This design comes from an exercise in tuning for small area on the open sky130 flow, not from production work. The RTL was checked by simulation tests, not by an equivalence proof against the original design. Power and IR drop assume default switching activity.

$ cat config.mk
export PLATFORM = sky130hd
export DESIGN_NAME = gauss_filter_top
export DESIGN_NICKNAME = gauss_filter_top
export VERILOG_FILES = /design/flow/design.v
export SDC_FILE = /design/flow/constraint.sdc
export NUM_CORES = 4
export LEC_CHECK = 0
export ABC_AREA = 1
export CAP_MARGIN = 20
export CORE_MARGIN = 2
export CORE_UTILIZATION = 70
export CTS_BUF_LIST = sky130_fd_sc_hd__clkbuf_8
export CTS_CLUSTER_DIAMETER = 60
export CTS_CLUSTER_SIZE = 16
export GPL_TIMING_DRIVEN = 0
export PLACE_DENSITY = 0.8
export SLEW_MARGIN = 20
export SYNTH_HIERARCHICAL = 1
$ cat constraint.sdc
create_clock -name core_clock -period 5.0 [get_ports {clk}]
set_input_delay 1.0000 -clock core_clock [delete_from_list [all_inputs] [get_ports {clk}]]
set_output_delay 1.0000 -clock core_clock [all_outputs]
set_load 0.01 [all_outputs]
$ cat design.v
package gauss_pkg;
  typedef logic [8-1:0] pixel_t;
  typedef logic signed [18-1:0] coeff_t;
  typedef logic signed [8+18-1:0] product_t;
  typedef logic signed [48-1:0] sum_t;
endpackage
`timescale 1ns/100ps
module gauss_filter_top
(
  input  logic   clk,
  input  logic   rst,
  input  gauss_pkg::pixel_t pa,
  input  gauss_pkg::pixel_t pb,
  input  gauss_pkg::pixel_t pc,
  input  gauss_pkg::pixel_t pd,
  input  gauss_pkg::pixel_t pe,
  output gauss_pkg::pixel_t p_out
);
  logic rst_d;                              
  logic s0;
  logic c1;
  logic s2;
  logic c3;
  logic s4;
  logic c5;
  logic s6;
  logic c7;
  logic s8;
  logic c9;
  logic s10;
  logic c11;
  logic s12;
  logic c13;
  logic s14;
  logic c15;
  logic s16;
  logic c17;
  logic s18;
  logic c19;
  logic s20;
  logic c21;
  logic s22;
  logic c23;
  logic s24;
  logic c25;
  logic s26;
  logic c27;
  logic s28;
  logic c29;
  logic s30;
  logic c31;
  logic s32;
  logic c33;
  logic s34;
  logic c35;
  logic s36;
  logic c37;
  logic s38;
  logic c39;
  logic s40;
  logic c41;
  logic s42;
  logic c43;
  logic s44;
  logic c45;
  logic s46;
  logic c47;
  logic s48;
  logic c49;
  logic s50;
  logic c51;
  logic s52;
  logic c53;
  logic s54;
  logic c55;
  logic s56;
  logic c57;
  logic s58;
  logic c59;
  logic s60;
  logic c61;
  logic s62;
  logic c63;
  logic s64;
  logic c65;
  logic s66;
  logic c67;
  logic s68;
  logic c69;
  logic s70;
  logic c71;
  logic s72;
  logic c73;
  logic s74;
  logic c75;
  logic s76;
  logic c77;
  logic s78;
  logic c79;
  logic [12:0] xv0;
  logic [12:0] xv0_d;
  logic s80;
  logic c81;
  logic s82;
  logic c83;
  logic s84;
  logic c85;
  logic s86;
  logic c87;
  logic s88;
  logic c89;
  logic s90;
  logic c91;
  logic s92;
  logic c93;
  logic s94;
  logic c95;
  logic [8:0] xb;
  logic [8:0] xb_d;
  logic [7:0] xc;
  logic [7:0] xc_d;
  logic [12:0] r1;
  logic [12:0] r1_d;
  logic s96;
  logic c97;
  logic s98;
  logic c99;
  logic s100;
  logic c101;
  logic s102;
  logic c103;
  logic s104;
  logic c105;
  logic s106;
  logic c107;
  logic s108;
  logic c109;
  logic o110;
  logic o111;
  logic s112;
  logic c113;
  logic s114;
  logic c115;
  logic s116;
  logic c117;
  logic s118;
  logic c119;
  logic s120;
  logic c121;
  logic s122;
  logic c123;
  logic s124;
  logic c125;
  logic s126;
  logic c127;
  logic s128;
  logic c129;
  logic s130;
  logic c131;
  logic s132;
  logic c133;
  logic s134;
  logic c135;
  logic s136;
  logic c137;
  logic s138;
  logic c139;
  logic s140;
  logic c141;
  logic [14:0] r2p;
  logic [14:0] r2p_d;
  logic r2p_c11;
  logic s142;
  logic c143;
  logic s144;
  logic c145;
  logic s146;
  logic c147;
  logic s148;
  logic c149;
  logic s150;
  logic c151;
  logic s152;
  logic c153;
  logic s154;
  logic c155;
  logic s156;
  logic c157;
  logic s158;
  logic c159;
  logic s160;
  logic c161;
  logic s162;
  logic c163;
  logic s164;
  logic c165;
  logic s166;
  logic c167;
  logic s168;
  logic c169;
  logic s170;
  logic c171;
  logic s172;
  logic c173;
  logic s174;
  logic c175;
  logic [10:0] r2q;
  logic [10:0] r2q_d;
  logic s176;
  logic c177;
  logic s178;
  logic c179;
  logic s180;
  logic c181;
  logic s182;
  logic c183;
  logic s184;
  logic c185;
  logic s186;
  logic c187;
  logic s188;
  logic c189;
  logic s190;
  logic c191;
  logic s192;
  logic c193;
  logic s194;
  logic c195;
  logic s196;
  logic c197;
  logic s198;
  logic c199;
  logic s200;
  logic c201;
  logic s202;
  logic c203;
  logic s204;
  logic c205;
  logic s206;
  logic c207;
  logic s208;
  logic c209;
  logic s210;
  logic c211;
  logic s212;
  logic c213;
  logic s214;
  logic c215;
  logic s216;
  logic c217;
  logic s218;
  logic c219;
  logic s220;
  logic c221;
  logic s222;
  logic c223;
  logic s224;
  logic c225;
  logic s226;
  logic c227;
  logic s228;
  logic c229;
  logic s230;
  logic c231;
  logic s232;
  logic c233;
  logic s234;
  logic c235;
  logic s236;
  logic c237;
  logic s238;
  logic c239;
  logic s240;
  logic c241;
  logic s242;
  logic c243;
  logic s244;
  logic c245;
  logic s246;
  logic c247;
  logic s248;
  logic c249;
  logic s250;
  logic c251;
  logic s252;
  logic c253;
  logic s254;
  logic c255;
  logic s256;
  logic c257;
  logic s258;
  logic c259;
  logic s260;
  logic c261;
  logic s262;
  logic c263;
  logic s264;
  logic c265;
  logic s266;
  logic c267;
  logic s268;
  logic c269;
  logic [15:0] r3p;
  logic [15:0] r3p_d;
  logic r3p_c11;
  logic s270;
  logic c271;
  logic s272;
  logic c273;
  logic s274;
  logic c275;
  logic s276;
  logic c277;
  logic s278;
  logic c279;
  logic s280;
  logic c281;
  logic s282;
  logic c283;
  logic s284;
  logic c285;
  logic s286;
  logic c287;
  logic s288;
  logic c289;
  logic s290;
  logic c291;
  logic s292;
  logic c293;
  logic s294;
  logic c295;
  logic s296;
  logic c297;
  logic s298;
  logic c299;
  logic s300;
  logic c301;
  logic s302;
  logic c303;
  logic s304;
  logic c305;
  logic s306;
  logic c307;
  logic s308;
  logic c309;
  logic s310;
  logic c311;
  logic s312;
  logic c313;
  logic s314;
  logic c315;
  logic s316;
  logic c317;
  logic s318;
  logic c319;
  logic s320;
  logic c321;
  logic s322;
  logic c323;
  logic n324;
  logic [12:0] r3q;
  logic [12:0] r3q_d;
  logic r3q_c11;
  logic s325;
  logic c326;
  logic s327;
  logic c328;
  logic s329;
  logic c330;
  logic s331;
  logic c332;
  logic s333;
  logic c334;
  logic s335;
  logic c336;
  logic s337;
  logic c338;
  logic s339;
  logic c340;
  logic o341;
  logic o342;
  logic o343;
  logic o344;
  logic s345;
  logic c346;
  logic s347;
  logic c348;
  logic s349;
  logic c350;
  logic s351;
  logic c352;
  logic s353;
  logic c354;
  logic s355;
  logic c356;
  logic s357;
  logic c358;
  logic s359;
  logic c360;
  logic s361;
  logic c362;
  logic s363;
  logic c364;
  logic s365;
  logic c366;
  logic s367;
  logic c368;
  logic s369;
  logic c370;
  logic s371;
  logic c372;
  logic s373;
  logic c374;
  logic s375;
  logic c376;
  logic s377;
  logic c378;
  logic [16:0] r4p;
  logic [16:0] r4p_d;
  logic r4p_c13;
  logic o379;
  logic o380;
  logic o381;
  logic o382;
  logic s383;
  logic c384;
  logic s385;
  logic c386;
  logic s387;
  logic c388;
  logic s389;
  logic c390;
  logic s391;
  logic c392;
  logic s393;
  logic c394;
  logic s395;
  logic c396;
  logic s397;
  logic c398;
  logic s399;
  logic c400;
  logic s401;
  logic c402;
  logic s403;
  logic c404;
  logic s405;
  logic c406;
  logic s407;
  logic c408;
  logic s409;
  logic c410;
  logic s411;
  logic c412;
  logic s413;
  logic c414;
  logic s415;
  logic c416;
  logic s417;
  logic c418;
  logic s419;
  logic c420;
  logic s421;
  logic c422;
  logic s423;
  logic c424;
  logic s425;
  logic c426;
  logic [7:0] r4q;
  logic [7:0] r4q_d;
  logic r4q_c5;
  logic s427;
  logic c428;
  logic o429;
  logic o430;
  logic s431;
  logic c432;
  logic s433;
  logic c434;
  logic s435;
  logic c436;
  logic s437;
  logic c438;
  logic s439;
  logic c440;
  logic s441;
  logic c442;
  logic s443;
  logic c444;
  logic s445;
  logic c446;
  logic s447;
  logic c448;
  logic s449;
  logic c450;
  logic s451;
  logic c452;
  logic s453;
  logic c454;
  logic s455;
  logic c456;
  logic s457;
  logic c458;
  logic s459;
  logic c460;
  logic s461;
  logic c462;
  logic o463;
  logic o464;
  logic s465;
  logic c466;
  logic s467;
  logic c468;
  logic s469;
  logic c470;
  logic s471;
  logic c472;
  logic s473;
  logic c474;
  logic s475;
  logic c476;
  logic s477;
  logic c478;
  logic s479;
  logic c480;
  logic s481;
  logic c482;
  logic s483;
  logic c484;
  logic s485;
  logic c486;
  logic s487;
  logic c488;
  logic s489;
  logic c490;
  logic s491;
  logic c492;
  logic s493;
  logic c494;
  logic s495;
  logic c496;
  logic s497;
  logic c498;
  logic s499;
  logic c500;
  logic o501;
  logic o502;
  logic s503;
  logic c504;
  logic s505;
  logic c506;
  logic s507;
  logic c508;
  logic s509;
  logic c510;
  logic s511;
  logic c512;
  logic s513;
  logic c514;
  logic o515;
  logic o516;
  logic s517;
  logic c518;
  logic s519;
  logic c520;
  logic x521;
  logic s522;
  logic c523;
  logic x524;
  logic s525;
  logic c526;
  logic s527;
  logic c528;
  logic s529;
  logic c530;
  logic s531;
  logic c532;
  logic s533;
  logic c534;
  logic s535;
  logic c536;
  logic s537;
  logic c538;
  logic s539;
  logic c540;
  logic s541;
  logic c542;
  logic s543;
  logic c544;
  logic o545;
  logic o546;
  logic [7:0] f1;
  logic [7:0] f1_d;
  logic f1_c5;
  logic f1_c0;
  logic ci547;
  logic s548;
  logic c549;
  logic s550;
  logic c551;
  logic s552;
  logic c553;
  logic s554;
  logic c555;
  logic s556;
  logic c557;
  logic s558;
  logic c559;
  logic s560;
  logic c561;
  logic s562;
  logic c563;
  logic [7:0] res;
  gauss_fa u_s0 (.a(pa[0]), .b(pe[0]), .ci(~pc[0]), .s(s0), .co(c1));
  gauss_fa u_s2 (.a(pa[1]), .b(pe[1]), .ci(~pc[1]), .s(s2), .co(c3));
  gauss_fa u_s4 (.a(pa[2]), .b(pe[2]), .ci(pb[0]), .s(s4), .co(c5));
  gauss_fa u_s6 (.a(pd[0]), .b(~pc[2]), .ci(s4), .s(s6), .co(c7));
  gauss_fa u_s8 (.a(pa[3]), .b(pe[3]), .ci(pb[1]), .s(s8), .co(c9));
  gauss_fa u_s10 (.a(pd[1]), .b(pc[0]), .ci(~pc[3]), .s(s10), .co(c11));
  gauss_fa u_s12 (.a(c5), .b(s8), .ci(s10), .s(s12), .co(c13));
  gauss_fa u_s14 (.a(pa[4]), .b(pe[4]), .ci(pb[2]), .s(s14), .co(c15));
  gauss_fa u_s16 (.a(pd[2]), .b(pc[1]), .ci(~pc[4]), .s(s16), .co(c17));
  gauss_fa u_s18 (.a(c9), .b(s14), .ci(c11), .s(s18), .co(c19));
  gauss_fa u_s20 (.a(s16), .b(c13), .ci(s18), .s(s20), .co(c21));
  gauss_fa u_s22 (.a(pa[5]), .b(pe[5]), .ci(pb[3]), .s(s22), .co(c23));
  gauss_fa u_s24 (.a(pd[3]), .b(pc[2]), .ci(~pc[5]), .s(s24), .co(c25));
  gauss_fa u_s26 (.a(c15), .b(s22), .ci(c17), .s(s26), .co(c27));
  gauss_fa u_s28 (.a(s24), .b(c19), .ci(s26), .s(s28), .co(c29));
  gauss_fa u_s30 (.a(pa[6]), .b(pe[6]), .ci(pb[4]), .s(s30), .co(c31));
  gauss_fa u_s32 (.a(pd[4]), .b(pc[3]), .ci(~pc[6]), .s(s32), .co(c33));
  gauss_fa u_s34 (.a(c23), .b(s30), .ci(c25), .s(s34), .co(c35));
  gauss_fa u_s36 (.a(s32), .b(c27), .ci(s34), .s(s36), .co(c37));
  gauss_fa u_s38 (.a(pa[7]), .b(pe[7]), .ci(pb[5]), .s(s38), .co(c39));
  gauss_fa u_s40 (.a(pd[5]), .b(pc[4]), .ci(~pc[7]), .s(s40), .co(c41));
  gauss_fa u_s42 (.a(c31), .b(s38), .ci(c33), .s(s42), .co(c43));
  gauss_fa u_s44 (.a(s40), .b(c35), .ci(s42), .s(s44), .co(c45));
  gauss_fa u_s46 (.a(pb[6]), .b(pd[6]), .ci(pc[5]), .s(s46), .co(c47));
  gauss_fa u_s48 (.a(c39), .b(s46), .ci(c41), .s(s48), .co(c49));
  gauss_fa u_s50 (.a(c43), .b(s48), .ci(c45), .s(s50), .co(c51));
  gauss_fa u_s52 (.a(pb[7]), .b(pd[7]), .ci(pc[6]), .s(s52), .co(c53));
  gauss_fa u_s54 (.a(c47), .b(s52), .ci(c49), .s(s54), .co(c55));
  gauss_fa u_s56 (.a(pc[7]), .b(c53), .ci(c55), .s(s56), .co(c57));
  gauss_ha u_s58 (.a(c1), .b(s2), .s(s58), .co(c59));
  gauss_fa u_s60 (.a(c3), .b(s6), .ci(c59), .s(s60), .co(c61));
  gauss_fa u_s62 (.a(c7), .b(s12), .ci(c61), .s(s62), .co(c63));
  gauss_ha u_s64 (.a(s20), .b(c63), .s(s64), .co(c65));
  gauss_fa u_s66 (.a(c21), .b(s28), .ci(c65), .s(s66), .co(c67));
  gauss_fa u_s68 (.a(c29), .b(s36), .ci(c67), .s(s68), .co(c69));
  gauss_fa u_s70 (.a(c37), .b(s44), .ci(c69), .s(s70), .co(c71));
  gauss_ha u_s72 (.a(s50), .b(c71), .s(s72), .co(c73));
  gauss_fa u_s74 (.a(c51), .b(s54), .ci(c73), .s(s74), .co(c75));
  gauss_ha u_s76 (.a(s56), .b(c75), .s(s76), .co(c77));
  gauss_ha u_s78 (.a(c57), .b(c77), .s(s78), .co(c79));
  assign xv0_d[0] = s0;
  assign xv0_d[1] = s58;
  assign xv0_d[2] = s60;
  assign xv0_d[3] = s62;
  assign xv0_d[4] = s64;
  assign xv0_d[5] = s66;
  assign xv0_d[6] = s68;
  assign xv0_d[7] = s70;
  assign xv0_d[8] = s72;
  assign xv0_d[9] = s74;
  assign xv0_d[10] = s76;
  assign xv0_d[11] = s78;
  assign xv0_d[12] = c79;
  gauss_ha u_s80 (.a(pb[0]), .b(pd[0]), .s(s80), .co(c81));
  gauss_fa u_s82 (.a(pb[1]), .b(pd[1]), .ci(c81), .s(s82), .co(c83));
  gauss_fa u_s84 (.a(pb[2]), .b(pd[2]), .ci(c83), .s(s84), .co(c85));
  gauss_fa u_s86 (.a(pb[3]), .b(pd[3]), .ci(c85), .s(s86), .co(c87));
  gauss_fa u_s88 (.a(pb[4]), .b(pd[4]), .ci(c87), .s(s88), .co(c89));
  gauss_fa u_s90 (.a(pb[5]), .b(pd[5]), .ci(c89), .s(s90), .co(c91));
  gauss_fa u_s92 (.a(pb[6]), .b(pd[6]), .ci(c91), .s(s92), .co(c93));
  gauss_fa u_s94 (.a(pb[7]), .b(pd[7]), .ci(c93), .s(s94), .co(c95));
  assign xb_d[0] = s80;
  assign xb_d[1] = s82;
  assign xb_d[2] = s84;
  assign xb_d[3] = s86;
  assign xb_d[4] = s88;
  assign xb_d[5] = s90;
  assign xb_d[6] = s92;
  assign xb_d[7] = s94;
  assign xb_d[8] = c95;
  assign xc_d[0] = pc[0];
  assign xc_d[1] = pc[1];
  assign xc_d[2] = pc[2];
  assign xc_d[3] = pc[3];
  assign xc_d[4] = pc[4];
  assign xc_d[5] = pc[5];
  assign xc_d[6] = pc[6];
  assign xc_d[7] = pc[7];
  assign r1_d[0] = xv0[0];
  assign r1_d[1] = xv0[1];
  assign r1_d[2] = xv0[2];
  assign r1_d[3] = xv0[3];
  assign r1_d[4] = xv0[4];
  assign r1_d[5] = xv0[5];
  assign r1_d[6] = xv0[6];
  assign r1_d[7] = xv0[7];
  assign r1_d[8] = xv0[8];
  assign r1_d[9] = xv0[9];
  assign r1_d[10] = xv0[10];
  assign r1_d[11] = xv0[11];
  assign r1_d[12] = xv0[12];
  gauss_fa u_s96 (.a(r1[2]), .b(xv0[0]), .ci(~xc[1]), .s(s96), .co(c97));
  gauss_fa u_s98 (.a(r1[3]), .b(xv0[1]), .ci(~xc[2]), .s(s98), .co(c99));
  gauss_fa u_s100 (.a(r1[4]), .b(xv0[2]), .ci(~xc[3]), .s(s100), .co(c101));
  gauss_fa u_s102 (.a(r1[5]), .b(xv0[3]), .ci(~xc[4]), .s(s102), .co(c103));
  gauss_fa u_s104 (.a(r1[6]), .b(xv0[4]), .ci(~xc[5]), .s(s104), .co(c105));
  gauss_fa u_s106 (.a(r1[7]), .b(xv0[5]), .ci(~xc[6]), .s(s106), .co(c107));
  gauss_fa u_s108 (.a(r1[8]), .b(xv0[6]), .ci(~xc[7]), .s(s108), .co(c109));
  gauss_xnor u_o110 (.a(r1[9]), .b(xv0[7]), .o(o110));
  gauss_or u_o111 (.a(r1[9]), .b(xv0[7]), .o(o111));
  gauss_fa u_s112 (.a(r1[10]), .b(xv0[8]), .ci(o111), .s(s112), .co(c113));
  gauss_fa u_s114 (.a(r1[11]), .b(xv0[9]), .ci(c113), .s(s114), .co(c115));
  gauss_fa u_s116 (.a(r1[12]), .b(xv0[10]), .ci(c115), .s(s116), .co(c117));
  gauss_ha u_s118 (.a(r1[1]), .b(~xc[0]), .s(s118), .co(c119));
  gauss_ha u_s120 (.a(s96), .b(c119), .s(s120), .co(c121));
  gauss_fa u_s122 (.a(c97), .b(s98), .ci(c121), .s(s122), .co(c123));
  gauss_fa u_s124 (.a(c99), .b(s100), .ci(c123), .s(s124), .co(c125));
  gauss_fa u_s126 (.a(c101), .b(s102), .ci(c125), .s(s126), .co(c127));
  gauss_fa u_s128 (.a(c103), .b(s104), .ci(c127), .s(s128), .co(c129));
  gauss_fa u_s130 (.a(c105), .b(s106), .ci(c129), .s(s130), .co(c131));
  gauss_fa u_s132 (.a(c107), .b(s108), .ci(c131), .s(s132), .co(c133));
  gauss_fa u_s134 (.a(c109), .b(o110), .ci(c133), .s(s134), .co(c135));
  gauss_ha u_s136 (.a(s112), .b(c135), .s(s136), .co(c137));
  gauss_ha u_s138 (.a(xv0[11]), .b(c117), .s(s138), .co(c139));
  assign s140 = xv0[12] ^ c139;
  assign r2p_d[0] = r1[0];
  assign r2p_d[1] = s118;
  assign r2p_d[2] = s120;
  assign r2p_d[3] = s122;
  assign r2p_d[4] = s124;
  assign r2p_d[5] = s126;
  assign r2p_d[6] = s128;
  assign r2p_d[7] = s130;
  assign r2p_d[8] = s132;
  assign r2p_d[9] = s134;
  assign r2p_d[10] = s136;
  assign r2p_d[11] = s114;
  assign r2p_d[12] = s116;
  assign r2p_d[13] = s138;
  assign r2p_d[14] = s140;
  gauss_fa u_s142 (.a(xb[2]), .b(xc[0]), .ci(~xc[2]), .s(s142), .co(c143));
  gauss_fa u_s144 (.a(xb[3]), .b(xc[1]), .ci(~xc[3]), .s(s144), .co(c145));
  gauss_fa u_s146 (.a(xb[4]), .b(xc[2]), .ci(~xc[4]), .s(s146), .co(c147));
  gauss_fa u_s148 (.a(xb[5]), .b(xc[3]), .ci(~xc[5]), .s(s148), .co(c149));
  gauss_fa u_s150 (.a(xb[6]), .b(xc[4]), .ci(~xc[6]), .s(s150), .co(c151));
  gauss_fa u_s152 (.a(xb[7]), .b(xc[5]), .ci(~xc[7]), .s(s152), .co(c153));
  gauss_fa u_s154 (.a(xb[8]), .b(xc[6]), .ci(c153), .s(s154), .co(c155));
  gauss_ha u_s156 (.a(xb[0]), .b(~xc[0]), .s(s156), .co(c157));
  gauss_fa u_s158 (.a(xb[1]), .b(~xc[1]), .ci(c157), .s(s158), .co(c159));
  gauss_ha u_s160 (.a(s142), .b(c159), .s(s160), .co(c161));
  gauss_fa u_s162 (.a(c143), .b(s144), .ci(c161), .s(s162), .co(c163));
  gauss_fa u_s164 (.a(c145), .b(s146), .ci(c163), .s(s164), .co(c165));
  gauss_fa u_s166 (.a(c147), .b(s148), .ci(c165), .s(s166), .co(c167));
  gauss_fa u_s168 (.a(c149), .b(s150), .ci(c167), .s(s168), .co(c169));
  gauss_fa u_s170 (.a(c151), .b(s152), .ci(c169), .s(s170), .co(c171));
  gauss_ha u_s172 (.a(s154), .b(c171), .s(s172), .co(c173));
  gauss_fa u_s174 (.a(xc[7]), .b(c155), .ci(c173), .s(s174), .co(c175));
  assign r2q_d[0] = s156;
  assign r2q_d[1] = s158;
  assign r2q_d[2] = s160;
  assign r2q_d[3] = s162;
  assign r2q_d[4] = s164;
  assign r2q_d[5] = s166;
  assign r2q_d[6] = s168;
  assign r2q_d[7] = s170;
  assign r2q_d[8] = s172;
  assign r2q_d[9] = s174;
  assign r2q_d[10] = c175;
  gauss_fa u_s176 (.a(r2p[1]), .b(~xv0[1]), .ci(~xb[0]), .s(s176), .co(c177));
  gauss_fa u_s178 (.a(r2p[2]), .b(~xv0[2]), .ci(~xb[1]), .s(s178), .co(c179));
  gauss_fa u_s180 (.a(r2p[3]), .b(xv0[0]), .ci(~xv0[3]), .s(s180), .co(c181));
  gauss_fa u_s182 (.a(~xb[2]), .b(~xc[0]), .ci(c179), .s(s182), .co(c183));
  gauss_fa u_s184 (.a(r2p[4]), .b(xv0[1]), .ci(~xv0[4]), .s(s184), .co(c185));
  gauss_fa u_s186 (.a(~xb[3]), .b(~xc[1]), .ci(c181), .s(s186), .co(c187));
  gauss_fa u_s188 (.a(s184), .b(c183), .ci(s186), .s(s188), .co(c189));
  gauss_fa u_s190 (.a(r2p[5]), .b(xv0[2]), .ci(~xv0[5]), .s(s190), .co(c191));
  gauss_fa u_s192 (.a(~xb[4]), .b(~xc[2]), .ci(c185), .s(s192), .co(c193));
  gauss_fa u_s194 (.a(s190), .b(c187), .ci(s192), .s(s194), .co(c195));
  gauss_fa u_s196 (.a(r2p[6]), .b(xv0[3]), .ci(~xv0[6]), .s(s196), .co(c197));
  gauss_fa u_s198 (.a(~xb[5]), .b(~xc[3]), .ci(c191), .s(s198), .co(c199));
  gauss_fa u_s200 (.a(s196), .b(c193), .ci(s198), .s(s200), .co(c201));
  gauss_fa u_s202 (.a(r2p[7]), .b(xv0[4]), .ci(~xv0[7]), .s(s202), .co(c203));
  gauss_fa u_s204 (.a(~xb[6]), .b(~xc[4]), .ci(c197), .s(s204), .co(c205));
  gauss_fa u_s206 (.a(s202), .b(c199), .ci(s204), .s(s206), .co(c207));
  gauss_fa u_s208 (.a(r2p[8]), .b(xv0[5]), .ci(~xv0[8]), .s(s208), .co(c209));
  gauss_fa u_s210 (.a(~xb[7]), .b(~xc[5]), .ci(c203), .s(s210), .co(c211));
  gauss_fa u_s212 (.a(s208), .b(c205), .ci(s210), .s(s212), .co(c213));
  gauss_fa u_s214 (.a(r2p[9]), .b(xv0[6]), .ci(~xv0[9]), .s(s214), .co(c215));
  gauss_fa u_s216 (.a(~xb[8]), .b(~xc[6]), .ci(c209), .s(s216), .co(c217));
  gauss_fa u_s218 (.a(s214), .b(c211), .ci(s216), .s(s218), .co(c219));
  gauss_fa u_s220 (.a(r2p[10]), .b(xv0[7]), .ci(~xv0[10]), .s(s220), .co(c221));
  gauss_fa u_s222 (.a(~xc[7]), .b(c215), .ci(s220), .s(s222), .co(c223));
  gauss_fa u_s224 (.a(c217), .b(s222), .ci(c219), .s(s224), .co(c225));
  gauss_fa u_s226 (.a(r2p[11]), .b(r2p_c11), .ci(xv0[8]), .s(s226), .co(c227));
  gauss_fa u_s228 (.a(~xv0[11]), .b(c221), .ci(s226), .s(s228), .co(c229));
  gauss_fa u_s230 (.a(c223), .b(s228), .ci(c225), .s(s230), .co(c231));
  gauss_fa u_s232 (.a(r2p[12]), .b(xv0[9]), .ci(~xv0[12]), .s(s232), .co(c233));
  gauss_fa u_s234 (.a(c227), .b(s232), .ci(c229), .s(s234), .co(c235));
  gauss_fa u_s236 (.a(r2p[13]), .b(xv0[10]), .ci(c233), .s(s236), .co(c237));
  gauss_fa u_s238 (.a(r2p[14]), .b(xv0[11]), .ci(c237), .s(s238), .co(c239));
  gauss_ha u_s240 (.a(r2p[0]), .b(~xv0[0]), .s(s240), .co(c241));
  gauss_ha u_s242 (.a(s176), .b(c241), .s(s242), .co(c243));
  gauss_fa u_s244 (.a(c177), .b(s178), .ci(c243), .s(s244), .co(c245));
  gauss_fa u_s246 (.a(s180), .b(s182), .ci(c245), .s(s246), .co(c247));
  gauss_ha u_s248 (.a(s188), .b(c247), .s(s248), .co(c249));
  gauss_fa u_s250 (.a(c189), .b(s194), .ci(c249), .s(s250), .co(c251));
  gauss_fa u_s252 (.a(c195), .b(s200), .ci(c251), .s(s252), .co(c253));
  gauss_fa u_s254 (.a(c201), .b(s206), .ci(c253), .s(s254), .co(c255));
  gauss_fa u_s256 (.a(c207), .b(s212), .ci(c255), .s(s256), .co(c257));
  gauss_fa u_s258 (.a(c213), .b(s218), .ci(c257), .s(s258), .co(c259));
  gauss_ha u_s260 (.a(s224), .b(c259), .s(s260), .co(c261));
  gauss_ha u_s262 (.a(c231), .b(s234), .s(s262), .co(c263));
  gauss_fa u_s264 (.a(c235), .b(s236), .ci(c263), .s(s264), .co(c265));
  gauss_ha u_s266 (.a(s238), .b(c265), .s(s266), .co(c267));
  gauss_fa u_s268 (.a(xv0[12]), .b(c239), .ci(c267), .s(s268), .co(c269));
  assign r3p_d[0] = s240;
  assign r3p_d[1] = s242;
  assign r3p_d[2] = s244;
  assign r3p_d[3] = s246;
  assign r3p_d[4] = s248;
  assign r3p_d[5] = s250;
  assign r3p_d[6] = s252;
  assign r3p_d[7] = s254;
  assign r3p_d[8] = s256;
  assign r3p_d[9] = s258;
  assign r3p_d[10] = s260;
  assign r3p_d[11] = s230;
  assign r3p_d[12] = s262;
  assign r3p_d[13] = s264;
  assign r3p_d[14] = s266;
  assign r3p_d[15] = s268;
  gauss_fa u_s270 (.a(r2q[2]), .b(xb[0]), .ci(xc[0]), .s(s270), .co(c271));
  gauss_fa u_s272 (.a(r2q[3]), .b(xb[1]), .ci(xc[1]), .s(s272), .co(c273));
  gauss_fa u_s274 (.a(~xb[3]), .b(c271), .ci(s272), .s(s274), .co(c275));
  gauss_fa u_s276 (.a(r2q[4]), .b(xb[2]), .ci(xc[2]), .s(s276), .co(c277));
  gauss_fa u_s278 (.a(~xb[4]), .b(c273), .ci(s276), .s(s278), .co(c279));
  gauss_fa u_s280 (.a(r2q[5]), .b(xb[3]), .ci(xc[3]), .s(s280), .co(c281));
  gauss_fa u_s282 (.a(~xb[5]), .b(c277), .ci(s280), .s(s282), .co(c283));
  gauss_fa u_s284 (.a(r2q[6]), .b(xb[4]), .ci(xc[4]), .s(s284), .co(c285));
  gauss_fa u_s286 (.a(~xb[6]), .b(c281), .ci(s284), .s(s286), .co(c287));
  gauss_fa u_s288 (.a(r2q[7]), .b(xb[5]), .ci(xc[5]), .s(s288), .co(c289));
  gauss_fa u_s290 (.a(~xb[7]), .b(c285), .ci(s288), .s(s290), .co(c291));
  gauss_fa u_s292 (.a(r2q[8]), .b(xb[6]), .ci(xc[6]), .s(s292), .co(c293));
  gauss_fa u_s294 (.a(~xb[8]), .b(c289), .ci(s292), .s(s294), .co(c295));
  gauss_fa u_s296 (.a(r2q[9]), .b(xb[7]), .ci(xc[7]), .s(s296), .co(c297));
  gauss_fa u_s298 (.a(c293), .b(s296), .ci(c295), .s(s298), .co(c299));
  gauss_fa u_s300 (.a(r2q[10]), .b(xb[8]), .ci(c297), .s(s300), .co(c301));
  gauss_ha u_s302 (.a(r2q[0]), .b(~xb[0]), .s(s302), .co(c303));
  gauss_fa u_s304 (.a(r2q[1]), .b(~xb[1]), .ci(c303), .s(s304), .co(c305));
  gauss_fa u_s306 (.a(~xb[2]), .b(s270), .ci(c305), .s(s306), .co(c307));
  gauss_ha u_s308 (.a(s274), .b(c307), .s(s308), .co(c309));
  gauss_fa u_s310 (.a(c275), .b(s278), .ci(c309), .s(s310), .co(c311));
  gauss_fa u_s312 (.a(c279), .b(s282), .ci(c311), .s(s312), .co(c313));
  gauss_fa u_s314 (.a(c283), .b(s286), .ci(c313), .s(s314), .co(c315));
  gauss_fa u_s316 (.a(c287), .b(s290), .ci(c315), .s(s316), .co(c317));
  gauss_fa u_s318 (.a(c291), .b(s294), .ci(c317), .s(s318), .co(c319));
  gauss_ha u_s320 (.a(s298), .b(c319), .s(s320), .co(c321));
  gauss_fa u_s322 (.a(c299), .b(s300), .ci(c321), .s(s322), .co(c323));
  assign n324 = ~c301;
  assign r3q_d[0] = s302;
  assign r3q_d[1] = s304;
  assign r3q_d[2] = s306;
  assign r3q_d[3] = s308;
  assign r3q_d[4] = s310;
  assign r3q_d[5] = s312;
  assign r3q_d[6] = s314;
  assign r3q_d[7] = s316;
  assign r3q_d[8] = s318;
  assign r3q_d[9] = s320;
  assign r3q_d[10] = s322;
  assign r3q_d[11] = n324;
  assign r3q_d[12] = c301;
  gauss_fa u_s325 (.a(r3p[2]), .b(xv0[0]), .ci(~xc[1]), .s(s325), .co(c326));
  gauss_fa u_s327 (.a(r3p[3]), .b(xv0[1]), .ci(~xc[2]), .s(s327), .co(c328));
  gauss_fa u_s329 (.a(r3p[4]), .b(xv0[2]), .ci(~xc[3]), .s(s329), .co(c330));
  gauss_fa u_s331 (.a(r3p[5]), .b(xv0[3]), .ci(~xc[4]), .s(s331), .co(c332));
  gauss_fa u_s333 (.a(r3p[6]), .b(xv0[4]), .ci(~xc[5]), .s(s333), .co(c334));
  gauss_fa u_s335 (.a(r3p[7]), .b(xv0[5]), .ci(~xc[6]), .s(s335), .co(c336));
  gauss_fa u_s337 (.a(r3p[8]), .b(xv0[6]), .ci(~xc[7]), .s(s337), .co(c338));
  gauss_fa u_s339 (.a(r3p[9]), .b(xv0[7]), .ci(c338), .s(s339), .co(c340));
  gauss_xnor u_o341 (.a(r3p[10]), .b(xv0[8]), .o(o341));
  gauss_or u_o342 (.a(r3p[10]), .b(xv0[8]), .o(o342));
  gauss_xnor u_o343 (.a(r3p[11]), .b(r3p_c11), .o(o343));
  gauss_or u_o344 (.a(r3p[11]), .b(r3p_c11), .o(o344));
  gauss_fa u_s345 (.a(xv0[9]), .b(o343), .ci(o342), .s(s345), .co(c346));
  gauss_fa u_s347 (.a(r3p[12]), .b(xv0[10]), .ci(o344), .s(s347), .co(c348));
  gauss_fa u_s349 (.a(r3p[13]), .b(xv0[11]), .ci(c348), .s(s349), .co(c350));
  gauss_fa u_s351 (.a(r3p[14]), .b(xv0[12]), .ci(c350), .s(s351), .co(c352));
  gauss_ha u_s353 (.a(r3p[1]), .b(~xc[0]), .s(s353), .co(c354));
  gauss_ha u_s355 (.a(s325), .b(c354), .s(s355), .co(c356));
  gauss_fa u_s357 (.a(c326), .b(s327), .ci(c356), .s(s357), .co(c358));
  gauss_fa u_s359 (.a(c328), .b(s329), .ci(c358), .s(s359), .co(c360));
  gauss_fa u_s361 (.a(c330), .b(s331), .ci(c360), .s(s361), .co(c362));
  gauss_fa u_s363 (.a(c332), .b(s333), .ci(c362), .s(s363), .co(c364));
  gauss_fa u_s365 (.a(c334), .b(s335), .ci(c364), .s(s365), .co(c366));
  gauss_fa u_s367 (.a(c336), .b(s337), .ci(c366), .s(s367), .co(c368));
  gauss_ha u_s369 (.a(s339), .b(c368), .s(s369), .co(c370));
  gauss_fa u_s371 (.a(c340), .b(o341), .ci(c370), .s(s371), .co(c372));
  gauss_ha u_s373 (.a(s345), .b(c372), .s(s373), .co(c374));
  gauss_fa u_s375 (.a(c346), .b(s347), .ci(c374), .s(s375), .co(c376));
  gauss_ha u_s377 (.a(r3p[15]), .b(c352), .s(s377), .co(c378));
  assign r4p_d[0] = r3p[0];
  assign r4p_d[1] = s353;
  assign r4p_d[2] = s355;
  assign r4p_d[3] = s357;
  assign r4p_d[4] = s359;
  assign r4p_d[5] = s361;
  assign r4p_d[6] = s363;
  assign r4p_d[7] = s365;
  assign r4p_d[8] = s367;
  assign r4p_d[9] = s369;
  assign r4p_d[10] = s371;
  assign r4p_d[11] = s373;
  assign r4p_d[12] = s375;
  assign r4p_d[13] = s349;
  assign r4p_d[14] = s351;
  assign r4p_d[15] = s377;
  assign r4p_d[16] = c378;
  gauss_xnor u_o379 (.a(r3q[0]), .b(xb[0]), .o(o379));
  gauss_or u_o380 (.a(r3q[0]), .b(xb[0]), .o(o380));
  gauss_xnor u_o381 (.a(r3q[1]), .b(xb[1]), .o(o381));
  gauss_or u_o382 (.a(r3q[1]), .b(xb[1]), .o(o382));
  gauss_fa u_s383 (.a(~xc[1]), .b(o381), .ci(o380), .s(s383), .co(c384));
  gauss_fa u_s385 (.a(r3q[2]), .b(o382), .ci(s142), .s(s385), .co(c386));
  gauss_fa u_s387 (.a(r3q[3]), .b(c143), .ci(s144), .s(s387), .co(c388));
  gauss_fa u_s389 (.a(r3q[4]), .b(c145), .ci(s146), .s(s389), .co(c390));
  gauss_fa u_s391 (.a(r3q[5]), .b(c147), .ci(s148), .s(s391), .co(c392));
  gauss_fa u_s393 (.a(r3q[6]), .b(c149), .ci(s150), .s(s393), .co(c394));
  gauss_fa u_s395 (.a(r3q[7]), .b(c151), .ci(s152), .s(s395), .co(c396));
  gauss_fa u_s397 (.a(r3q[8]), .b(s154), .ci(c396), .s(s397), .co(c398));
  gauss_fa u_s399 (.a(r3q[9]), .b(xc[7]), .ci(c155), .s(s399), .co(c400));
  assign c402 = ~xc[0] & o379;
  assign c404 = s383 & c402;
  gauss_maj u_s405 (.a(c384), .b(s385), .ci(c404), .o(c406));
  gauss_maj u_s407 (.a(c386), .b(s387), .ci(c406), .o(c408));
  gauss_maj u_s409 (.a(c388), .b(s389), .ci(c408), .o(c410));
  gauss_fa u_s411 (.a(c390), .b(s391), .ci(c410), .s(s411), .co(c412));
  gauss_fa u_s413 (.a(c392), .b(s393), .ci(c412), .s(s413), .co(c414));
  gauss_fa u_s415 (.a(c394), .b(s395), .ci(c414), .s(s415), .co(c416));
  gauss_ha u_s417 (.a(s397), .b(c416), .s(s417), .co(c418));
  gauss_fa u_s419 (.a(c398), .b(s399), .ci(c418), .s(s419), .co(c420));
  gauss_ha u_s421 (.a(r3q[10]), .b(c400), .s(s421), .co(c422));
  gauss_fa u_s423 (.a(r3q[11]), .b(r3q_c11), .ci(c422), .s(s423), .co(c424));
  assign s425 = r3q[12] ^ c424;
  assign r4q_d[0] = s411;
  assign r4q_d[1] = s413;
  assign r4q_d[2] = s415;
  assign r4q_d[3] = s417;
  assign r4q_d[4] = s419;
  assign r4q_d[5] = s421;
  assign r4q_d[6] = s423;
  assign r4q_d[7] = s425;
  gauss_maj u_s427 (.a(r4q[0]), .b(~r4p[0]), .ci(~xv0[0]), .o(c428));
  gauss_xnor u_o429 (.a(r4q[1]), .b(~r4p[1]), .o(o429));
  gauss_or u_o430 (.a(r4q[1]), .b(~r4p[1]), .o(o430));
  gauss_maj u_s431 (.a(~xv0[1]), .b(o429), .ci(c428), .o(c432));
  gauss_fa u_s433 (.a(r4q[2]), .b(~r4p[2]), .ci(~xv0[2]), .s(s433), .co(c434));
  gauss_maj u_s435 (.a(o430), .b(s433), .ci(c432), .o(c436));
  gauss_fa u_s437 (.a(r4q[3]), .b(~r4p[3]), .ci(~xv0[3]), .s(s437), .co(c438));
  gauss_maj u_s439 (.a(c434), .b(s437), .ci(c436), .o(c440));
  gauss_fa u_s441 (.a(r4p[0]), .b(xv0[0]), .ci(r4q[4]), .s(s441), .co(c442));
  gauss_fa u_s443 (.a(~r4p[4]), .b(~xv0[4]), .ci(s441), .s(s443), .co(c444));
  gauss_maj u_s445 (.a(c438), .b(s443), .ci(c440), .o(c446));
  gauss_fa u_s447 (.a(r4p[1]), .b(xv0[1]), .ci(r4q[5]), .s(s447), .co(c448));
  gauss_fa u_s449 (.a(r4q_c5), .b(~r4p[5]), .ci(~xv0[5]), .s(s449), .co(c450));
  gauss_fa u_s451 (.a(c442), .b(s447), .ci(s449), .s(s451), .co(c452));
  gauss_maj u_s453 (.a(c444), .b(s451), .ci(c446), .o(c454));
  gauss_fa u_s455 (.a(r4p[2]), .b(xv0[2]), .ci(r4q[6]), .s(s455), .co(c456));
  gauss_fa u_s457 (.a(~r4p[6]), .b(~xv0[6]), .ci(c448), .s(s457), .co(c458));
  gauss_fa u_s459 (.a(s455), .b(c450), .ci(s457), .s(s459), .co(c460));
  gauss_maj u_s461 (.a(c452), .b(s459), .ci(c454), .o(c462));
  gauss_xnor u_o463 (.a(r4p[3]), .b(xv0[3]), .o(o463));
  gauss_or u_o464 (.a(r4p[3]), .b(xv0[3]), .o(o464));
  gauss_fa u_s465 (.a(r4q[7]), .b(~r4p[7]), .ci(~xv0[7]), .s(s465), .co(c466));
  gauss_fa u_s467 (.a(o463), .b(c456), .ci(s465), .s(s467), .co(c468));
  gauss_fa u_s469 (.a(c458), .b(s467), .ci(c460), .s(s469), .co(c470));
  gauss_fa u_s471 (.a(r4p[4]), .b(xv0[4]), .ci(~r4p[8]), .s(s471), .co(c472));
  gauss_fa u_s473 (.a(~xv0[8]), .b(o464), .ci(c466), .s(s473), .co(c474));
  gauss_fa u_s475 (.a(s471), .b(c468), .ci(s473), .s(s475), .co(c476));
  gauss_fa u_s477 (.a(r4p[5]), .b(xv0[5]), .ci(~r4p[9]), .s(s477), .co(c478));
  gauss_fa u_s479 (.a(~xv0[9]), .b(c472), .ci(s477), .s(s479), .co(c480));
  gauss_fa u_s481 (.a(c474), .b(s479), .ci(c476), .s(s481), .co(c482));
  gauss_fa u_s483 (.a(r4p[6]), .b(xv0[6]), .ci(~r4p[10]), .s(s483), .co(c484));
  gauss_fa u_s485 (.a(~xv0[10]), .b(c478), .ci(s483), .s(s485), .co(c486));
  gauss_fa u_s487 (.a(c480), .b(s485), .ci(c482), .s(s487), .co(c488));
  gauss_fa u_s489 (.a(r4p[7]), .b(xv0[7]), .ci(~r4p[11]), .s(s489), .co(c490));
  gauss_fa u_s491 (.a(~xv0[11]), .b(c484), .ci(s489), .s(s491), .co(c492));
  gauss_fa u_s493 (.a(c486), .b(s491), .ci(c488), .s(s493), .co(c494));
  gauss_fa u_s495 (.a(r4p[8]), .b(xv0[8]), .ci(~r4p[12]), .s(s495), .co(c496));
  gauss_fa u_s497 (.a(~xv0[12]), .b(c490), .ci(s495), .s(s497), .co(c498));
  gauss_fa u_s499 (.a(c492), .b(s497), .ci(c494), .s(s499), .co(c500));
  gauss_xnor u_o501 (.a(r4p[9]), .b(xv0[9]), .o(o501));
  gauss_or u_o502 (.a(r4p[9]), .b(xv0[9]), .o(o502));
  gauss_fa u_s503 (.a(~r4p[13]), .b(~r4p_c13), .ci(o501), .s(s503), .co(c504));
  gauss_fa u_s505 (.a(c496), .b(s503), .ci(c498), .s(s505), .co(c506));
  gauss_fa u_s507 (.a(r4p[10]), .b(xv0[10]), .ci(~r4p[14]), .s(s507), .co(c508));
  gauss_fa u_s509 (.a(o502), .b(s507), .ci(c504), .s(s509), .co(c510));
  gauss_fa u_s511 (.a(r4p[11]), .b(xv0[11]), .ci(~r4p[15]), .s(s511), .co(c512));
  gauss_fa u_s513 (.a(c508), .b(s511), .ci(c510), .s(s513), .co(c514));
  gauss_xnor u_o515 (.a(r4p[12]), .b(xv0[12]), .o(o515));
  gauss_or u_o516 (.a(r4p[12]), .b(xv0[12]), .o(o516));
  gauss_fa u_s517 (.a(~r4p[16]), .b(o515), .ci(c512), .s(s517), .co(c518));
  gauss_fa u_s519 (.a(r4p[13]), .b(r4p_c13), .ci(o516), .s(s519), .co(c520));
  assign x521 = c462 ^ s469;
  assign c523 = c462 & s469;
  assign x524 = c470 ^ s475;
  gauss_maj u_s525 (.a(c470), .b(s475), .ci(c523), .o(c526));
  assign c528 = s481 & c526;
  assign c530 = s487 & c528;
  assign c532 = s493 & c530;
  gauss_ha u_s533 (.a(c500), .b(s505), .s(s533), .co(c534));
  gauss_fa u_s535 (.a(c506), .b(s509), .ci(c534), .s(s535), .co(c536));
  gauss_ha u_s537 (.a(s513), .b(c536), .s(s537), .co(c538));
  gauss_fa u_s539 (.a(c514), .b(s517), .ci(c538), .s(s539), .co(c540));
  gauss_ha u_s541 (.a(c518), .b(s519), .s(s541), .co(c542));
  gauss_fa u_s543 (.a(r4p[14]), .b(c520), .ci(c542), .s(s543), .co(c544));
  gauss_xnor u_o545 (.a(r4p[15]), .b(c544), .o(o545));
  assign f1_d[0] = s499;
  assign f1_d[1] = s533;
  assign f1_d[2] = s535;
  assign f1_d[3] = s537;
  assign f1_d[4] = s539;
  assign f1_d[5] = s541;
  assign f1_d[6] = s543;
  assign f1_d[7] = o545;
  assign ci547 = f1_c0;
  gauss_ha u_s548 (.a(f1[0]), .b(ci547), .s(s548), .co(c549));
  gauss_ha u_s550 (.a(f1[1]), .b(c549), .s(s550), .co(c551));
  gauss_ha u_s552 (.a(f1[2]), .b(c551), .s(s552), .co(c553));
  gauss_ha u_s554 (.a(f1[3]), .b(c553), .s(s554), .co(c555));
  gauss_ha u_s556 (.a(f1[4]), .b(c555), .s(s556), .co(c557));
  gauss_fa u_s558 (.a(f1[5]), .b(f1_c5), .ci(c557), .s(s558), .co(c559));
  gauss_ha u_s560 (.a(f1[6]), .b(c559), .s(s560), .co(c561));
  assign s562 = f1[7] ^ c561;
  assign res[0] = s548;
  assign res[1] = s550;
  assign res[2] = s552;
  assign res[3] = s554;
  assign res[4] = s556;
  assign res[5] = s558;
  assign res[6] = s560;
  assign res[7] = s562;
  always_ff @(posedge clk) begin
    if (rst) begin
      xv0 <= 13'd255;
      xb <= 9'd0;
      xc <= 8'd0;
      r3p <= 16'd15335;
      r3p_c11 <= 1'd0;
    end else begin
      xv0 <= xv0_d;
      xb <= xb_d;
      xc <= xc_d;
      r3p <= r3p_d;
      r3p_c11 <= c261;
    end
  end
  always_ff @(posedge clk) begin
    if (rst | rst_d) begin
      r2p <= 15'd2297;
      r2p_c11 <= 1'd0;
      r3q <= 13'd2814;
      r3q_c11 <= 1'd0;
    end else begin
      r2p <= r2p_d;
      r2p_c11 <= c137;
      r3q <= r3q_d;
      r3q_c11 <= c323;
    end
  end
  always_ff @(posedge clk) begin
    r1 <= r1_d;
    r2q <= r2q_d;
    r4p <= r4p_d;
    r4p_c13 <= c376;
    r4q <= r4q_d;
    r4q_c5 <= c420;
    f1 <= f1_d;
    f1_c5 <= c540;
    f1_c0 <= c532;
  end
  always_ff @(posedge clk) begin
    rst_d <= rst;
  end
  localparam int ODLY = 20;
  logic [7:0] dly [ODLY+1];
  always_ff @(posedge clk) begin
    dly[0] <= res;
    for (int i = 1; i <= ODLY; i++) begin
      dly[i] <= dly[i-1];
    end
  end
  logic [4:0] since_rst;
  always_ff @(posedge clk) begin
    if (rst) begin
      since_rst <= '0;
    end else if (since_rst != 5'd23) begin
      since_rst <= since_rst + 5'd1;
    end
  end
  assign p_out = (since_rst == 5'd23) ? dly[ODLY] : '0;
endmodule
module gauss_fa (input logic a, b, ci, output logic s, co);
  assign s  = a ^ b ^ ci;
  assign co = (a & b) | (a & ci) | (b & ci);
endmodule
module gauss_ha (input logic a, b, output logic s, co);
  assign s  = a ^ b;
  assign co = a & b;
endmodule
module gauss_maj (input logic a, b, ci, output logic o);
  assign o = (a & b) | (a & ci) | (b & ci);
endmodule
module gauss_xnor (input logic a, b, output logic o);
  assign o = ~(a ^ b);
endmodule
module gauss_or (input logic a, b, output logic o);
  assign o = a | b;
endmodule
$ cat flow/run.sh
#!/bin/bash
cp standard.sh standard_copy.txt
export BUFFER_PORTS_ARGS="-buffer_cell sky130_fd_sc_hd__buf_1"
export CTS_ARGS="-sink_clustering_enable -repair_clock_nets -dont_use_dummy_load -buf_list sky130_fd_sc_hd__clkbuf_8 -sink_clustering_size 16 -sink_clustering_max_diameter 60"
bash standard.sh finish > standard_flow.log 2>&1
$ cat standard.sh
#!/bin/bash
# synth_recipe.tcl (not shown) runs the flow's synth.tcl, then flattens the netlist and writes it again
# the make line also repeats each setting of config.mk as NAME=value (left out here)
make -C /OpenROAD-flow-scripts/flow DESIGN_CONFIG=/design/flow/config.mk WORK_HOME=/design/flow/orfs CLKGATE_MAP_FILE= SYNTH_SCRIPT=/design/flow/synth_recipe.tcl "${@:-finish}"
==> run_results.csv, run 1 <==
group,metric,value,unit
run_status,status,"no timing/DRC/antenna violations",
synthesis,synth-compound-area-share,0.00119,
global_routing,grt_max_degree,17,
synthesis,synthArstFlopShare,0,
hold_path,worstHoldPathType,"reg -> reg",
timing,finalMaxSlewViolations,0,
worst_setup_path,r2r_cells,13,
synthesis,synthTopCellsByCount,"dfxtp_1, fa_1, inv_1",
placed_design,dp_slack,-0.273,ns
synthesis,synthMuxAreaShare,0,
synthesis,yosys.area_share.simple,0.0778,
route,num_vias,5899,
worst_setup_path,cp_num_buf_inv,1,
timing,hold_violations,0,
finish,postLayoutCoreUtil,0.754,
route,via_per_inst,4.84,
floorplan,core_area,0.0178,mm²
synthesis,ys_ff_latch,312,
synthesis,synth_most_common_cell,"dfxtp_1",
timing,worst_slack,0.207,ns
timing,clock_skew,0.0644,ns
finish,fin_nets,1285,
floorplan,io_pins,50,
synthesis,synth_ff_type,"dfxtp_1",
floorplan,initial_core_util,0.706,
route,final_antenna_net_count,0,
synthesis,synthDominantCellAreaShare,0.496,
pwr,peakVddDrop,0.414,mV
synthesis,synth_cells,916,
synthesis,synth.distinct_cells,22,
route,drtIter0Drc,177,
finish,drive_gt1_frac,0.0889,
worst_setup_path,crit_top_cell,"fa_1",
synthesis,synth-adder-area-share,0.375,
global_routing,grt_overflow,0,
floorplan,fp.dieW,138,µm
placed_design,gp_congestion,0.831,
floorplan,rows,49,
synthesis,synth.yosys.seq_area_share,0.496,
placed_design,portBuffers,49,
timing,fin_crit,4.79,ns
floorplan,dieArea,0.0191,mm²
cts,cts_made_buffers,24,
worst_setup_path,crit_fanout,3,
timing,worstMarginPinSlew,0.658,ns
global_routing,grt_antenna_before_repair,0,
worst_setup_path,arrival,5.23,ns
worst_setup_path,crit_path_max_incr_delay,0.46,ns
hold_path,worstHoldPathCells,0,
synthesis,synth_area,0.0126,mm²
synthesis,synth_edf_count,0,
synthesis,synthXorXnorAreaFrac,0.00208,
cts,clkTransAtPathRegs,0.10,ns
timing,relSlewSlack,0.561,
cts,cts_max_level,1,
route,post_drt_wl_per_cell,15.0,µm
synthesis,syn_nets,1209,
pwr,power_density,749,mW/mm²
worst_setup_path,path_class,"reg -> reg",
global_routing,grt_pass1_wl,32.6,mm
global_routing,grt_pass1_vias,6866,
finish,antenna_cells,0,
cts,cts-root-buf,"clkbuf_8",
route,wirelength,18.3,mm
cts,cts_tree,"built",
timing,fmaxAchievable,209,MHz
floorplan,die_h,138,µm
route,dr.pass1.iters,4,
pwr,leakage,5.86,nW
route,drcViolationCount,0,
placed_design,hpwl,14.8,mm
finish,stdcell_area,0.0134,mm²
timing,min_period_over_period,0.959,
synthesis,avgSynthCellArea,13.8,µm²
worst_setup_path,crit_slowest_cell,"fa_1",
worst_setup_path,worstSetupStartpointType,"register",
pwr,power,10.1,mW
placed_design,postPlaceCellArea,0.0131,mm²
cts,cts_sinks,312,
cts,clkLatencyLatePin,0.55,ns
timing,setup_viol,0,
global_routing,gr-usage-all-layers,0.216,
cts,clk_path_buf_depth,3,
synthesis,synth_top_family_by_area,"adder cells",
finish,nFillCells,1111,
synthesis,synth.top_cells.by_area,"dfxtp_1, fa_1, inv_1",
worst_setup_path,cp.required,5.44,ns
synthesis,synth_top_cell_by_area,"dfxtp_1",
worst_setup_path,cp.depth,13,
run,max_cap_viol_count,0,
finish,syn_to_final_growth,6.68,%
timing,setup_tns,0,ns
synthesis,yosysWarnings,8,
worst_setup_path,worstPathCellList,"clkinvlp_4, fa_1, ha_1, fa_1, fa_2, fa_1, fa_2, fa_1, fa_1, ha_1, fa_1, ha_1, fa_1",
timing,grt_setup_unrepaired,"false",
worst_setup_path,setup.worst_path.end_class,"register",
worst_setup_path,timing.critical_path.max_delay_family,"adder cells",
-- final timing paths --
check                                 from    endpoint  slack (ns)
worst max-delay path                 xc[1]     r4p[12]        0.21
worst min-delay path            dly[10][0]  dly[11][0]        0.33
worst max register to register       xc[1]     r4p[12]        0.21
worst min register to register  dly[10][0]  dly[11][0]        0.33
-- registers in the layout (all words and copies together) (netlist names), 11 cells and up --
register,count
r1,13
dly,168
r3q,13
xv0,13
r2p,15
r3p,16
r4p,17
r2q,11
-- cell families (layout without fill, tap and decap cells) --
group	Yosys count	count (layout)
flip-flops	312	312
XOR/XNOR	3	3
AO/OA/AOI/OAI	3	3
adder cells (fa/ha/maj)	251	251
buffers and inverters	151	225
AND/OR/NAND/NOR	196	196
-- per-layer routing --
| metal | vias to the layer above | wire length [µm] | global-route usage |
|---|---|---|---|
| li1 | 2814 | - | - |
| met2 | 80 | 9270 | 0.369 |
| met5 | - | 0 | 0 |
| met1 | 2969 | 8080 | 0.300 |
| met3 | 36 | 529 | 0.0281 |
| met4 | 0 | 428 | 0.0548 |
-- layout make-up --
type	instances	area [µm²]	share of cell area
buffer	8	66.3	0.00493
timing repair buffer	50	191	0.0142
clock buffer	24	330	0.0246
tap	229	287	0.0213
sequential	312	6250	0.465
inverter	143	541	0.0402
multi-input combinational	453	5780	0.430
-- stage by stage --
step,std cells,hold slack (ns)
floorplan,916,0.310
global placement,1194,0.310
detailed placement,1194,0.312
CTS,1219,0.309
global route,1219,0.321
finish,1219,0.326
-- placed cells by master, fill, tap and decap left out --
cell type,instances
ha_1,37
ha_2,2
xor2_1,2
buf_2,4
a21oi_1,2
buf_6,2
nand2_1,85
buf_1,49
dfxtp_2,3
nand4_1,1
fa_1,205
or2_2,19
nor2_1,48
or2_4,1
or2_1,15
dfxtp_4,1
nand2_2,1
o21ai_0,1
buf_4,1
nand3_1,5
fa_2,7
xnor2_1,1
dfxtp_1,308
nor2_4,10
clkbuf_8,24
buf_12,1
inv_1,142
nand3_2,11
clkinvlp_4,1
clkbuf_1,1
-- power breakdown --
part | switching [mW] | leakage (nW) | internal (mW)
Clock | 0.709 | 0.173 | 0.430
Combinational | 2.46 | 3.07 | 2.29
Sequential | 0.505 | 2.62 | 3.68
-- worst register-to-register path: stages, from the launching register on --
cell	delay [ns]
dfxtp_4	0.39
clkinvlp_4	0.13
fa_1	0.46
ha_1	0.22
fa_1	0.39
fa_2	0.36
fa_1	0.42
fa_2	0.36
fa_1	0.38
fa_1	0.37
ha_1	0.20
fa_1	0.38
ha_1	0.21
fa_1	0.43
-- repair_timing --
| action | in CTS | in global routing |
|---|---|---|
| buffers inserted | 1 | 0 |
| hold buffers | 0 | 0 |
| gates cloned | 0 | 0 |
| endpoints found under the setup margin | 2 | 7 |
| gates resized for setup | 3 | 5 |
| endpoints found under the hold margin | 0 | 0 |
-- modules after synthesis (local to each module, per instance) --
module	cell area, µm²	times used	flops+latches
gauss_maj	21.3	11	0
gauss_xnor	18.8	10	0
gauss_ha	12.5	38	0
gauss_or	11.3	9	0
gauss_filter_top	7360	1	312
gauss_fa	20.0	212	0
==> run 2, diff against run 1 <==
--- a/config.mk
+++ b/config.mk
@@ -7,3 +7,2 @@
 export LEC_CHECK = 0
-export ABC_AREA = 1
 export CAP_MARGIN = 20
==> run_results.csv, run 2 <==
group,metric,value,unit
placed_design,postPlaceCellArea,0.0127,mm²
cts,clkLatencyLatePin,0.54,ns
finish,drive_gt1_frac,0.0895,
route,drtIter0Drc,202,
pwr,leakage,5.27,nW
synthesis,synth_top_cell_by_area,"dfxtp_1",
timing,fmaxAchievable,207,MHz
cts,cts_tree,"built",
route,wirelength,18.8,mm
route,dr.pass1.iters,4,
run,max_cap_viol_count,0,
synthesis,synth-adder-area-share,0.399,
timing,min_period_over_period,0.965,
finish,largest_register_ffs,168,
synthesis,avgSynthCellArea,15.9,µm²
floorplan,core_area,0.0171,mm²
timing,setup_tns,0,ns
timing,finalMaxSlewViolations,0,
finish,final_cell_mix,"dfxtp_1, fa_1, inv_1",
timing,relSlewSlack,0.471,
global_routing,grt_pass1_vias,6541,
worst_setup_path,reg2reg_from,"xc[2]",
synthesis,synth_edf_count,0,
worst_setup_path,crit_path_end,"r4p[12]",
synthesis,synth_area,0.0122,mm²
placed_design,gp_congestion,0.841,
finish,postLayoutCoreUtil,0.759,
finish,stdcell_area,0.0130,mm²
placed_design,dp_slack,-0.351,ns
finish,final_common_cell,"dfxtp_1",
global_routing,grt_max_degree,17,
timing,grt_setup_unrepaired,"false",
worst_setup_path,crit_path_max_incr_delay,0.50,ns
floorplan,dieArea,0.0185,mm²
placed_design,portBuffers,49,
synthesis,synthDominantCellAreaShare,0.513,
finish,reg_top3,"dly (168), r4p (17), r3p (16)",
global_routing,grt_pass1_wl,32.8,mm
cts,clkTransAtPathRegs,0.09,ns
worst_setup_path,timing.critical_path.max_delay_family,"adder cells",
synthesis,syn_nets,1058,
floorplan,rows,48,
route,via_per_inst,5.06,
synthesis,synth_most_common_cell,"dfxtp_1",
synthesis,yosysWarnings,8,
synthesis,synth-compound-area-share,0.00113,
cts,cts-root-buf,"clkbuf_8",
run_status,status,"no timing/DRC/antenna violations",
floorplan,io_pins,50,
timing,clock_skew,0.0370,ns
timing,fin_crit,4.83,ns
synthesis,synth_ff_type,"dfxtp_1",
finish,syn_to_final_growth,6.79,%
worst_setup_path,cp.required,5.43,ns
worst_setup_path,reg2reg_to,"r4p[12]",
worst_setup_path,r2r_setup_slack,0.17,ns
worst_setup_path,worstPathCellList,"inv_1, fa_1, fa_1, fa_1, fa_1, fa_1, fa_1, fa_1, ha_1, fa_1, ha_1, fa_1",
route,drcViolationCount,0,
route,num_vias,5387,
worst_setup_path,cp_num_buf_inv,1,
worst_setup_path,crit_fanout,4,
synthesis,synthArstFlopShare,0,
synthesis,synth.yosys.seq_area_share,0.513,
hold_path,worstHoldPathType,"reg -> reg",
timing,hold_violations,0,
finish,fin_nets,1133,
finish,largest_register,"dly",
synthesis,synthMuxAreaShare,0.000823,
worst_setup_path,setup.worst_path.end_class,"register",
floorplan,initial_core_util,0.711,
synthesis,synthXorXnorAreaFrac,0.0121,
worst_setup_path,r2r_cells,12,
synthesis,yosys.area_share.simple,0.0519,
worst_setup_path,cp.depth,12,
floorplan,fp.dieW,136,µm
cts,cts_sinks,312,
global_routing,grt_antenna_before_repair,0,
worst_setup_path,crit_start,"xc[2]",
worst_setup_path,crit_top_cell,"fa_1",
global_routing,grt_overflow,0,
timing,worst_slack,0.174,ns
synthesis,synthTopCellsByCount,"dfxtp_1, fa_1, inv_1",
worst_setup_path,worstSetupStartpointType,"register",
synthesis,synth_top_family_by_area,"adder cells",
route,post_drt_wl_per_cell,17.7,µm
pwr,peakVddDrop,0.591,mV
worst_setup_path,path_class,"reg -> reg",
floorplan,die_h,136,µm
worst_setup_path,arrival,5.25,ns
synthesis,synth.top_cells.by_area,"dfxtp_1, fa_1, ha_1",
global_routing,gr-usage-all-layers,0.238,
route,final_antenna_net_count,0,
worst_setup_path,crit_slowest_cell,"fa_1",
timing,worstMarginPinSlew,0.793,ns
cts,clk_path_buf_depth,3,
cts,cts_max_level,1,
synthesis,synth.distinct_cells,27,
placed_design,hpwl,15.1,mm
timing,setup_viol,0,
cts,cts_made_buffers,24,
synthesis,synth_cells,765,
pwr,power_density,742,mW/mm²
synthesis,ys_ff_latch,312,
## run 2: layout make-up
type,count,area [µm²]
clock buffer,24,330
fill,1065,4120
tap,225,282
inverter,57,216
antenna,1,2.50
buffer,10,50.0
multi-input combinational,386,5680
sequential,312,6250
timing repair buffer,49,184
## run 2: how the worst min path moves through the flow
| stage | end | slack, ns | start | cells past startpoint |
|---|---|---|---|---|
| floorplan | dly[10][0] | 0.31 | dly[9][0] | 0 |
| global placement | dly[7][7] | 0.31 | dly[6][7] | 0 |
| detailed placement | dly[16][4] | 0.31 | dly[15][4] | 0 |
| CTS | dly[13][1] | 0.31 | dly[12][1] | 0 |
| global route | dly[13][1] | 0.33 | dly[12][1] | 0 |
| finish | dly[16][4] | 0.33 | dly[15][4] | 0 |
## run 2: where the power goes
part | total (mW) | internal, mW | switching (mW)
registers | 4.19 | 3.68 | 0.507
logic | 4.32 | 2.25 | 2.08
clock network | 1.13 | 0.430 | 0.701
## run 2: worst reg2reg max path, stage by stage, from the launching register on
cell and delay (ns):
dfxtp_1 0.35, inv_1 0.25, fa_1 0.50, fa_1 0.43, fa_1 0.42, fa_1 0.39
fa_1 0.39, fa_1 0.39, fa_1 0.39, ha_1 0.21, fa_1 0.37, ha_1 0.21
fa_1 0.42
## run 2: repair_timing
| item | 4_1_cts | 5_1_grt |
|---|---|---|
| setup endpoints to repair | 2 | 5 |
| hold buffers | 0 | 0 |
| setup buffers | 0 | 0 |
| resized for setup | 1 | 7 |
| cloned | 0 | 0 |
## run 2: Yosys stat by module (local to each module, per instance)
module / flops+latches / cells inside / area (µm²)
gauss_ha: 0 / 1 / 12.5
gauss_xnor: 0 / 1 / 8.76
gauss_fa: 0 / 1 / 20.0
gauss_maj: 0 / 1 / 11.3
gauss_filter_top: 312 / 485 / 7180
gauss_or: 0 / 1 / 6.26
## run 2: cells by family after synthesis
group | Yosys count
AOI/OAI and AO/OA | 2
xor gates and xnor gates | 16
adders and majority gates | 262
buffers and inverters | 67
DFF | 312
muxes | 1
and+or+nand+nor | 105
## run 2: metal layers
metal	GRT usage	vias up	part of all wire
met5	0	-	0
met4	0.0654	0	0.019
met3	0.0298	27	0.034
met2	0.418	91	0.53
met1	0.319	2811	0.42
li1	-	2458	-
## run 2: metrics by stage
step | total power [mW] | std cells | hold WS [ns]
after floorplan | 7.34 | 765 | 0.310
after global placement | 8.27 | 1039 | 0.310
after detailed placement | 8.67 | 1039 | 0.312
after CTS | 9.86 | 1063 | 0.314
after global routing | 10.8 | 1063 | 0.327
final | 9.65 | 1064 | 0.326

-- separate check: timing with driven ports --
In the flow no input, the clock included, has a driving cell. The finished layouts below were timed again as built, in two steps.
Step 1 sets driving cells, clkbuf_16 on the clock port and buf_2 on the other inputs (assumed; they add their load-dependent delay and slew).
Step 2 moves the port delays by t, midway between the first and last clock arrival at a register: inputs arrive t later, outputs are due t later. That takes back most of the time a late clock gives input paths.
a / b / c = ideal ports / drivers / drivers and shift; a / b = the first two.
run	t (ns)	setup WS [ns]	hold slack, ns	worst setup path at the end
run 1	0.550	0.207 / 0.207 / -0.234	0.326 / 0.326 / 0.326	input to register
run 2	0.569	0.174 / 0.174 / -0.325	0.326 / 0.326 / 0.326	input to register
Met with ideal ports but missed after step 2: setup timing in run 1 and run 2. The setup slack of run 2, which loses most, moves by 0.000 ns with the drivers and by -0.499 ns with both steps.
